From an optimization exercise on the open Yosys and OpenROAD flow, aimed at small area, a short achievable clock period and few clock cycles per item; shortcuts taken in it are not production practice.
Only simulation tests tie the RTL to the original design; equivalence was not proved.
Power is estimated from default activity; no workload was simulated.

==> flow/design.v <==
package fkvc_pkg;
  localparam int DEPTH    = 32;
  localparam int KEY_BITS = 64;
  localparam int SLOT_W  = (DEPTH > 1) ? $clog2(DEPTH) : 1;
  localparam int COUNT_W = $clog2(DEPTH + 1);
  localparam int CAP_W   = 7;
  localparam int KEY_W   = 64;
  localparam int VAL_W   = 32;
  localparam logic [CAP_W-1:0] CAP_RESET  = CAP_W'(64);
  localparam logic signed [VAL_W-1:0] MISS_VALUE = -32'sd1;
  typedef enum logic {
    CMD_GET = 1'b0,
    CMD_PUT = 1'b1
  } command_e;
  typedef struct packed {
    logic start;
    logic issue;
    logic finish;
    logic load_out;
  } dp_cmd_t;
  typedef struct packed {
    logic match;
    logic exhausted;
    logic out_free;
  } dp_stat_t;
endpackage
import fkvc_pkg::*;
module fifo_replacement_kv_cache
(
  input  logic                    clk_i,
  input  logic                    rst_ni,
  input  logic                    in_valid_i,
  output logic                    in_ready_o,
  input  logic                    command_i,
  input  logic [KEY_W-1:0]        key_i,
  input  logic signed [VAL_W-1:0] value_i,
  output logic                    out_valid_o,
  input  logic                    out_ready_i,
  output logic                    found_o,
  output logic signed [VAL_W-1:0] read_value_o,
  input  logic                    cfg_we_i,
  input  logic [CAP_W-1:0]        cfg_wdata_i
);
  localparam int QN = 3;               
  localparam int HG = 4;               
  localparam int NG = DEPTH / HG;
  localparam int QW = 2;
  logic [KEY_W-1:0]   tkey_q [DEPTH];
  logic [VAL_W-1:0]   tval_q [DEPTH];
  logic [DEPTH-1:0]   valid_q;
  logic [SLOT_W-1:0]  oldest_q;
  logic [SLOT_W-1:0]  ins_q;           
  logic [COUNT_W-1:0] count_q;
  logic [COUNT_W-1:0] cap_q;           
  logic               in_ready_q;
  logic               s0_vld_q;
  logic               s0_cmd_q;
  logic [KEY_W-1:0]   s0_key_q;
  logic [VAL_W-1:0]   s0_val_q;
  logic               s1_vld_q;
  logic               s1_cmd_q;
  logic [KEY_W-1:0]   s1_key_q;
  logic [VAL_W-1:0]   s1_val_q;
  logic [DEPTH-1:0]   s1_m_q;          
  logic [NG-1:0]      s1_hg_q;         
  logic [DEPTH-1:0]   pmatch;
  logic               eqprev;
  logic [DEPTH-1:0]   valid_d;
  logic [DEPTH-1:0]   we_key, we_val;
  assign eqprev = (s0_key_q == s1_key_q);
  always_comb begin
    for (int i = 0; i < DEPTH; i++) begin
      pmatch[i] = valid_d[i] && (we_key[i] ? eqprev : (tkey_q[i] == s0_key_q));
    end
  end
  always_ff @(posedge clk_i or negedge rst_ni) begin
    if (!rst_ni) begin
      s0_vld_q <= 1'b0;
      s1_vld_q <= 1'b0;
    end else begin
      s0_vld_q <= in_valid_i && in_ready_q;
      s1_vld_q <= s0_vld_q;
    end
  end
  always_ff @(posedge clk_i) begin
    s0_cmd_q <= command_i;
    s0_key_q <= key_i;
    s0_val_q <= value_i;
    s1_cmd_q <= s0_cmd_q;
    s1_key_q <= s0_key_q;
    s1_val_q <= s0_val_q;
    s1_m_q   <= pmatch;
    for (int g = 0; g < NG; g++) begin
      s1_hg_q[g] <= |pmatch[g*HG +: HG];
    end
  end
  logic [DEPTH-1:0]   match;
  logic               hit;
  logic [DEPTH-1:0]   ins_dec, old_dec;
  logic [VAL_W-1:0]   rd_val;
  logic               put, insert, evict, full;
  always_comb begin
    rd_val = '0;
    for (int i = 0; i < DEPTH; i++) begin
      match[i] = s1_m_q[i];
      rd_val   = rd_val | ({VAL_W{match[i]}} & tval_q[i]);
    end
  end
  assign hit    = |s1_hg_q;
  assign put    = s1_vld_q && s1_cmd_q;
  assign full   = count_q[COUNT_W-1];            
  assign insert = put && !hit;
  assign evict  = insert && (count_q >= cap_q);
  always_comb begin
    for (int i = 0; i < DEPTH; i++) begin
      ins_dec[i] = (ins_q == SLOT_W'(i));
      old_dec[i] = (oldest_q == SLOT_W'(i));
      we_key[i]  = put && !(full && hit) && ins_dec[i];
      we_val[i]  = we_key[i] || (put && match[i]);
      valid_d[i] = (insert && ins_dec[i]) || (valid_q[i] && !(evict && old_dec[i]));
    end
  end
  for (genvar i = 0; i < DEPTH; i++) begin : g_entry
    always_ff @(posedge clk_i) begin
      if (we_key[i]) tkey_q[i] <= s1_key_q;
      if (we_val[i]) tval_q[i] <= s1_val_q;
    end
    always_ff @(posedge clk_i or negedge rst_ni) begin
      if (!rst_ni) begin
        valid_q[i] <= 1'b0;
      end else begin
        valid_q[i] <= valid_d[i];
      end
    end
  end
  always_ff @(posedge clk_i or negedge rst_ni) begin
    if (!rst_ni) begin
      oldest_q <= '0;
      ins_q    <= '0;
      count_q  <= '0;
      cap_q    <= COUNT_W'(DEPTH);
    end else begin
      if (cfg_we_i) begin
        if (cfg_wdata_i == '0)                cap_q <= COUNT_W'(1);
        else if (int'(cfg_wdata_i) > DEPTH)   cap_q <= COUNT_W'(DEPTH);
        else                                  cap_q <= COUNT_W'(cfg_wdata_i);
      end
      if (insert) begin
        ins_q <= ins_q + SLOT_W'(1);
        if (evict) oldest_q <= oldest_q + SLOT_W'(1);
        else       count_q  <= count_q + COUNT_W'(1);
      end
    end
  end
  logic             r_found;
  logic [VAL_W-1:0] r_value;
  assign r_found = hit;
  assign r_value = s1_cmd_q ? '0 : (rd_val | {VAL_W{!hit}});
  logic             ov_q;              
  logic             of_q;              
  logic [VAL_W-1:0] od_q;
  logic             bf_q [QN];         
  logic [VAL_W-1:0] bd_q [QN];
  logic [QW-1:0]    rd_q, wr_q;
  logic [QW:0]      bn_q;              
  logic             enq, deq, b_empty, to_head, b_pop, b_push;
  logic [QW+1:0]    total_d;
  assign enq     = s1_vld_q;
  assign deq     = ov_q && out_ready_i;
  assign b_empty = (bn_q == '0);
  assign to_head = enq && (!ov_q || (deq && b_empty));
  assign b_pop   = deq && !b_empty;
  assign b_push  = enq && !to_head;
  assign total_d = (QW+2)'(bn_q) + (QW+2)'(ov_q) + (QW+2)'(enq) - (QW+2)'(deq);
  for (genvar j = 0; j < QN; j++) begin : g_buf
    always_ff @(posedge clk_i) begin
      if (enq && wr_q == QW'(j)) begin
        bf_q[j] <= r_found;
        bd_q[j] <= r_value;
      end
    end
  end
  always_ff @(posedge clk_i) begin
    if (to_head) begin
      of_q <= r_found;
      od_q <= r_value;
    end else if (b_pop) begin
      of_q <= bf_q[rd_q];
      od_q <= bd_q[rd_q];
    end
  end
  always_ff @(posedge clk_i or negedge rst_ni) begin
    if (!rst_ni) begin
      ov_q       <= 1'b0;
      rd_q       <= '0;
      wr_q       <= '0;
      bn_q       <= '0;
      in_ready_q <= 1'b1;
    end else begin
      ov_q <= (total_d != '0);
      if (b_pop)  rd_q <= (rd_q == QW'(QN - 1)) ? '0 : rd_q + QW'(1);
      if (b_push) wr_q <= (wr_q == QW'(QN - 1)) ? '0 : wr_q + QW'(1);
      bn_q <= bn_q + (QW+1)'(b_push) - (QW+1)'(b_pop);
      in_ready_q <= ((QW+2)'(total_d) + (QW+2)'(s0_vld_q)
                     + (QW+2)'(in_valid_i && in_ready_q)) <= (QW+2)'(QN);
    end
  end
  assign in_ready_o   = in_ready_q;
  assign out_valid_o  = ov_q;
  assign found_o      = of_q;
  assign read_value_o = od_q;
endmodule
clock: 8.0 ns
lec_check: 0
cap_margin: 20
core_margin: 2
core_utilization: 45
cts_cluster_diameter: 100
cts_cluster_size: 24
place_density: 0.55
setup_slack_margin: 4.9
slew_margin: 20
synth_memory_max_bits: 16384
run.sh (not shown) runs the stock make flow with config.mk's settings and CLKGATE_MAP_FILE= SYNTH_SCRIPT=/design/flow/synth_recipe.tcl, a recipe that flattens the netlist after the stock synthesis.
Testbench counts at the start, summed over its fixed seeds: cycles 8,024, items 8,000.
Change:
- CAP_MARGIN: 20 -> 10
- CORE_UTILIZATION: 45 -> 50
- PLACE_DENSITY: 0.55 -> 0.6
- SETUP_SLACK_MARGIN: 4.9 -> 5.0
- SLEW_MARGIN: 20 -> 10
After rerunning: Global-route usage grows by 2.5 points; wire length came out lower by 3.9%; clock power is about the same; power fell by 0.49%; setup slack is better by 0.069 ns; worst hold slack improved by 0.0067 ns; clock skew falls by 0.0048 ns; critical path depth fell by 7; sequential power is about the same.
Change:
- CAP_MARGIN: 10 -> 20
- CORE_UTILIZATION: 50 -> 45
- PLACE_DENSITY: 0.6 -> 0.55
- SLEW_MARGIN: 10 -> 20
After rerunning: The changed run produced a clean layout; worst setup slack improves by 0.0065 ns; hold slack stays flat; clock skew goes up by 0.015 ns; routed wire length is higher by 3.6%; final area is higher by 1.2%; total power is higher by 0.58%; first-iteration DRC count went down by 4.1%; synthesized cell count is unchanged; sequential share of layout area decreases by 0.78 points; via count shrinks by 0.37%; flip-flop and latch count does not change.
Change:
- CORE_UTILIZATION: 45 -> 50
- PLACE_DENSITY: 0.55 -> 0.6
Outcome: The new run completed without violations. Wire length shrinks by a few percent. Clock skew barely changes. Setup slack is worse by 0.033 ns. Count of clock-buffer cells in the layout falls by 1. Clock power stays flat. Critical path depth increases by 7. Worst hold slack stays flat.

==> separate check: timing with driven ports <==
In the flow no input, the clock included, has a driving cell. The finished layouts below were timed again as built, in two steps. Step 1 sets driving cells, clkbuf_16 on the clock port and buf_2 on the other inputs (assumed; they add their load-dependent delay and slew). Step 2 times the ports against the registers' clock, not the clock port: input delays grow and output delays shrink by t, the midpoint of the rising clock arrivals with the driver on. Three values: no drivers, after step 1, after step 2; two values: the first two.
run	t, ns	setup WS [ns]	latest minus earliest clock arrival (ns)	slew at the worst register clock pin (ns)	worst data-port slew with drivers (ns)
the first run	1.004	4.797 / 4.754 / 4.141	0.065 / 0.065	0.11 / 0.11	0.10
the second run	0.976	4.865 / 4.759 / 4.495	0.065 / 0.064	0.11 / 0.11	0.09
the third run	0.990	4.872 / 4.770 / 4.137	0.071 / 0.072	0.11 / 0.11	0.08
the fourth run	1.006	4.839 / 4.754 / 4.477	0.073 / 0.073	0.11 / 0.11	0.09
After both steps every run listed still meets setup and hold. The setup slack of the third run, which loses most, moves by -0.102 ns with the drivers and by -0.735 ns with both steps.
